What follows belongs to an exercise in optimizing a design on an open flow for small area, a short achievable clock period and few clock cycles per item; a production flow would make more cautious choices. In this exercise RTL edits were held to simulation tests only and were not proved equivalent to the original.

== run 4 ==
Design heater_pid_duty_control_unit, start of the top module:
module heater_pid_duty_control_unit (
    input  logic                                 clk,
    input  logic                                 rst_n,
    input  logic                                 cfg_we,
    input  logic [hpdc_pkg::CFG_ADDR_W-1:0]      cfg_addr,
    input  logic [hpdc_pkg::CFG_DATA_W-1:0]      cfg_wdata,
    input  logic                                 s_tvalid,
    output logic                                 s_tready,
    input  logic [hpdc_pkg::IN_DATA_W-1:0]       s_tdata,
    output logic                                 m_tvalid,
    input  logic                                 m_tready,
    output logic [hpdc_pkg::OUT_DATA_W-1:0]      m_tdata
);
    logic [11:0] target_reg;
    logic        target_on_reg;
    logic [6:0]  floor_reg, ceil_reg;
    logic [11:0] below_reg, above_reg;
    logic [8:0]  bp_one, bp_two, bp_neg, bd_one, bd_two, bd_neg, bi_one, bi_two, bi_neg;
    logic [15:7] ki_ge;    
    function automatic logic [26:0] booth_enc(input logic [15:0] g);
        logic [18:0] gx;
        logic [8:0] one, two, neg;
        gx = {2'b00, g, 1'b0};
        for (int j = 0; j < 9; j++)
        begin
            one[j] = gx[2*j+1] ^ gx[2*j];
            two[j] = (gx[2*j+2] & ~gx[2*j+1] & ~gx[2*j]) | (~gx[2*j+2] & gx[2*j+1] & gx[2*j]);
  ...
For scale: roughly 3400 cells after synthesis, ~35000 um^2 of cells after synthesis.
Settings: LEC_CHECK=0, CAP_MARGIN=20, CORE_MARGIN=2, CORE_UTILIZATION=40, SLEW_MARGIN=20; clock period 19.0 ns.
standard.sh (not shown) runs the stock make flow with config.mk's settings and CLKGATE_MAP_FILE= SYNTH_SCRIPT=/design/flow/synth_recipe.tcl, a recipe that flattens the netlist after the stock synthesis.
==> flow/flow/run.sh <==
#!/bin/bash
# Layout: the standard flow (standard.sh: the standard flow's synthesis and ORFS from floorplan to
# finish, at the design's clock period and constraints), with two changes in how the layout is
# made: the port buffers are buf_4 cells instead of the default delay-buffer choice, and the
# resizer's timing repair aims for 14 ns of setup slack at the 19 ns clock, so that it sizes the
# slowest paths as for a 5 ns clock. make's full output goes to standard.log; each ORFS step
# keeps its own log under orfs/logs/.
export BUFFER_PORTS_ARGS="-buffer_cell sky130_fd_sc_hd__buf_4"
export SETUP_SLACK_MARGIN=14.0
bash standard.sh > standard.log 2>&1
Testbench counts of run 4, summed over its fixed seeds: cycles 24,048, items 24,000.
Input-level comparison between run 2 and run 4:
--- a/flow/design.v
+++ b/flow/design.v
@@ -111,50 +111,50 @@
                 3'd0: begin target_reg <= cfg_wdata[11:0]; target_on_reg <= |cfg_wdata[11:0]; end
                 3'd1: {bp_neg, bp_two, bp_one} <= enc_w;
                 3'd2: begin {bi_neg, bi_two, bi_one} <= enc_w; ki_ge <= ge_w; end
                 3'd3: {bd_neg, bd_two, bd_one} <= enc_w;
                 3'd4: floor_reg  <= (cfg_wdata[6:0] > 7'd100) ? 7'd100 : cfg_wdata[6:0];
                 3'd5: ceil_reg   <= (cfg_wdata[6:0] > 7'd100) ? 7'd100 : cfg_wdata[6:0];
                 3'd6: below_reg  <= cfg_wdata[11:0];
                 default: above_reg <= cfg_wdata[11:0];
             endcase
         end
     end
     logic en;
-    logic v0, v1, v2, v3, v4;
+    logic v0, v1, v2, v3;
     logic o_valid, k_valid;
     logic [10:0] o_data, k_data, x_data;
     logic x_valid, take;
     logic ready_reg;
     assign en       = !k_valid;
     assign s_tready = ready_reg;
     assign m_tvalid = o_valid;
     assign m_tdata  = {4'd0, o_data[10:7], o_data[10], o_data[6:0]};
-    assign x_valid  = en && v4;
+    assign x_valid  = en && v3;
     assign take     = o_valid && m_tready;
     always_ff @(posedge clk or negedge rst_n)
     begin
         if (!rst_n)
         begin
-            v0 <= 1'b0; v1 <= 1'b0; v2 <= 1'b0; v3 <= 1'b0; v4 <= 1'b0;
+            v0 <= 1'b0; v1 <= 1'b0; v2 <= 1'b0; v3 <= 1'b0;
             o_valid <= 1'b0;
             k_valid <= 1'b0;
             ready_reg <= 1'b1;
         end
         else
         begin
             if (en)
             begin
                 v0 <= s_tvalid;
-                v1 <= v0; v2 <= v1; v3 <= v2; v4 <= v3;
+                v1 <= v0; v2 <= v1; v3 <= v2;
             end
             if (k_valid)
             begin
                 k_valid   <= !take;
                 ready_reg <= take;
             end
             else
             begin
                 k_valid   <= x_valid && o_valid && !m_tready;
                 ready_reg <= !(x_valid && o_valid && !m_tready);
             end
             if (!k_valid && x_valid)
@@ -170,93 +170,81 @@
         if (k_valid ? take : (x_valid && (!o_valid || m_tready)))
             o_data <= k_valid ? k_data : x_data;
     end
     logic [14:0] t0;
     always_ff @(posedge clk)
     begin
         if (en)
             t0 <= s_tdata[14:0];
     end
     localparam logic [2:0] C_PID = 3'd0, C_TOG = 3'd1, C_FULL = 3'd2, C_OFF = 3'd3,
                            C_FAULT = 3'd4, C_PIDF = 3'd5, C_PID0 = 3'd6;
     logic signed [16:0] temp1_x, err1;
-    logic f_fault, f_band, f_tog;
+    logic f_fault, f_band, f_tog, f_epos, f_clr;
     logic [2:0] code1;
     always_comb
     begin
         temp1_x = {{2{t0[14]}}, t0};
         err1    = $signed({5'd0, target_reg}) - temp1_x;
         f_fault = !((temp1_x > -17'sd160) && (temp1_x < 17'sd3360));
         f_band  = (err1 < $signed({5'd0, below_reg})) && target_on_reg;
         f_tog   = (temp1_x > 17'sd1920) && target_on_reg;
+        f_epos  = !err1[16] && (err1 != 17'sd0);
+        f_clr   = err1 <= -17'sd10;
         if (f_fault)
             code1 = C_FAULT;
         else if (f_band)
             code1 = (err1 <= $signed(~{5'd0, above_reg})) ? C_PID0 : (err1[16] ? C_PIDF : C_PID);
         else if (f_tog)
             code1 = C_TOG;
         else if (target_on_reg)
             code1 = C_FULL;
         else
             code1 = C_OFF;
     end
-    logic signed [12:0] e1;
-    logic [2:0] s1_code;
-    logic s1_pid, s1_epos, s1_clr;
-    always_ff @(posedge clk)
-    begin
-        if (en)
-        begin
-            e1      <= err1[12:0];
-            s1_code <= code1;
-            s1_pid  <= f_band && !f_fault;
-            s1_epos <= !err1[16] && (err1 != 17'sd0);
-            s1_clr  <= err1 <= -17'sd10;
-        end
-    end
     logic [23:0] isum_reg;
     logic signed [12:0] last_err_reg;
     logic [24:0] isum_add;
     logic [23:0] isum_new;
     always_comb
     begin
-        isum_add = {1'b0, isum_reg} + {13'd0, e1[11:0]};
-        if (s1_epos)
+        isum_add = {1'b0, isum_reg} + {13'd0, err1[11:0]};
+        if (f_epos)
             isum_new = isum_add[24] ? 24'hffffff : isum_add[23:0];
-        else if (s1_clr)
+        else if (f_clr)
             isum_new = 24'd0;
         else
             isum_new = isum_reg;
     end
     always_ff @(posedge clk or negedge rst_n)
     begin
         if (!rst_n)
         begin
             isum_reg     <= 24'd0;
             last_err_reg <= 13'sd0;
         end
-        else if (en && v1 && s1_pid)
+        else if (en && v0 && f_band && !f_fault)
         begin
             isum_reg     <= isum_new;
-            last_err_reg <= e1;
+            last_err_reg <= err1[12:0];
         end
     end
     logic signed [13:0] d2;
     logic [2:0] s2_code;
     always_ff @(posedge clk)
     begin
         if (en)
         begin
-            d2      <= $signed({e1[12], e1}) - $signed({last_err_reg[12], last_err_reg});
-            s2_code <= s1_code;
+            d2      <= $signed({err1[12], err1[12:0]}) - $signed({last_err_reg[12], last_err_reg});
+            s2_code <= code1;
         end
     end
     logic [32:0] cs_a, cs_b;
     logic w0;
     logic w1;
     logic w2;
     logic w3;
     logic w4;
     logic w5;
     logic w6;
     logic w7;
     logic w8;
[summary]
Run 2: all stages complete, timing, DRC and antenna checks passed. Relative to run 4, number of flops mapped to enable cells by yosys has gone down in run 2. Changes observed in run 2 relative to run 4: number of non-clock inverters in the layout now sits higher; final critical-path setup slack now sits higher; total setup buffers inserted after CTS now sits lower. NOTE wire length run 4->run 2 decreased slightly. Compared to run 4, run 2 leaves more free space in the core. On cell total after placement, the lower figure sits with run 2, not run 4. The run showing the greater fraction of the mapped netlist area in compound gates is run 2. Via density per instance in run 2 is 0.024 lower than in run 4. Measured against each other, run 4 and run 2 differ in post-synth design cell area, the lower figure coming from run 2. In the flow results for run 4 and run 2, the worst-margin pin slew is smaller on run 2. Run 4 and run 2 ended up with roughly the same number of top-level pins.
Testbench counts of run 2, summed over its fixed seeds: cycles 24,040, items 24,000.

-- static timing again, ports no longer ideal --
The results above use ideal ports. As a check the final layouts listed here were re-extracted and re-timed, cells and wires unchanged. Step 1, drivers: a clkbuf_16 drives clk and a buf_2 each remaining input, both assumed. Step 2 moves the port delays by t, midway between the first and last clock arrival at a register: inputs arrive t later, outputs are due t later. That takes back most of the time a late clock gives input paths. a / b / c = ideal / step 1 / step 2; a / b = the first two.
run | t, ns | setup WS [ns] | hold slack, ns | worst slew at a driven data input, ns
run 4 | 0.670 | 13.968 / 13.899 / 13.520 | 0.418 / 0.418 / 0.418 | 0.06
run 2 | 0.653 | 14.002 / 13.938 / 13.599 | 0.416 / 0.416 / 0.416 | 0.05
After both steps setup and hold are still met in every run listed. The setup slack of run 4, which loses most, moves by -0.069 ns with the drivers and by -0.448 ns with both steps.
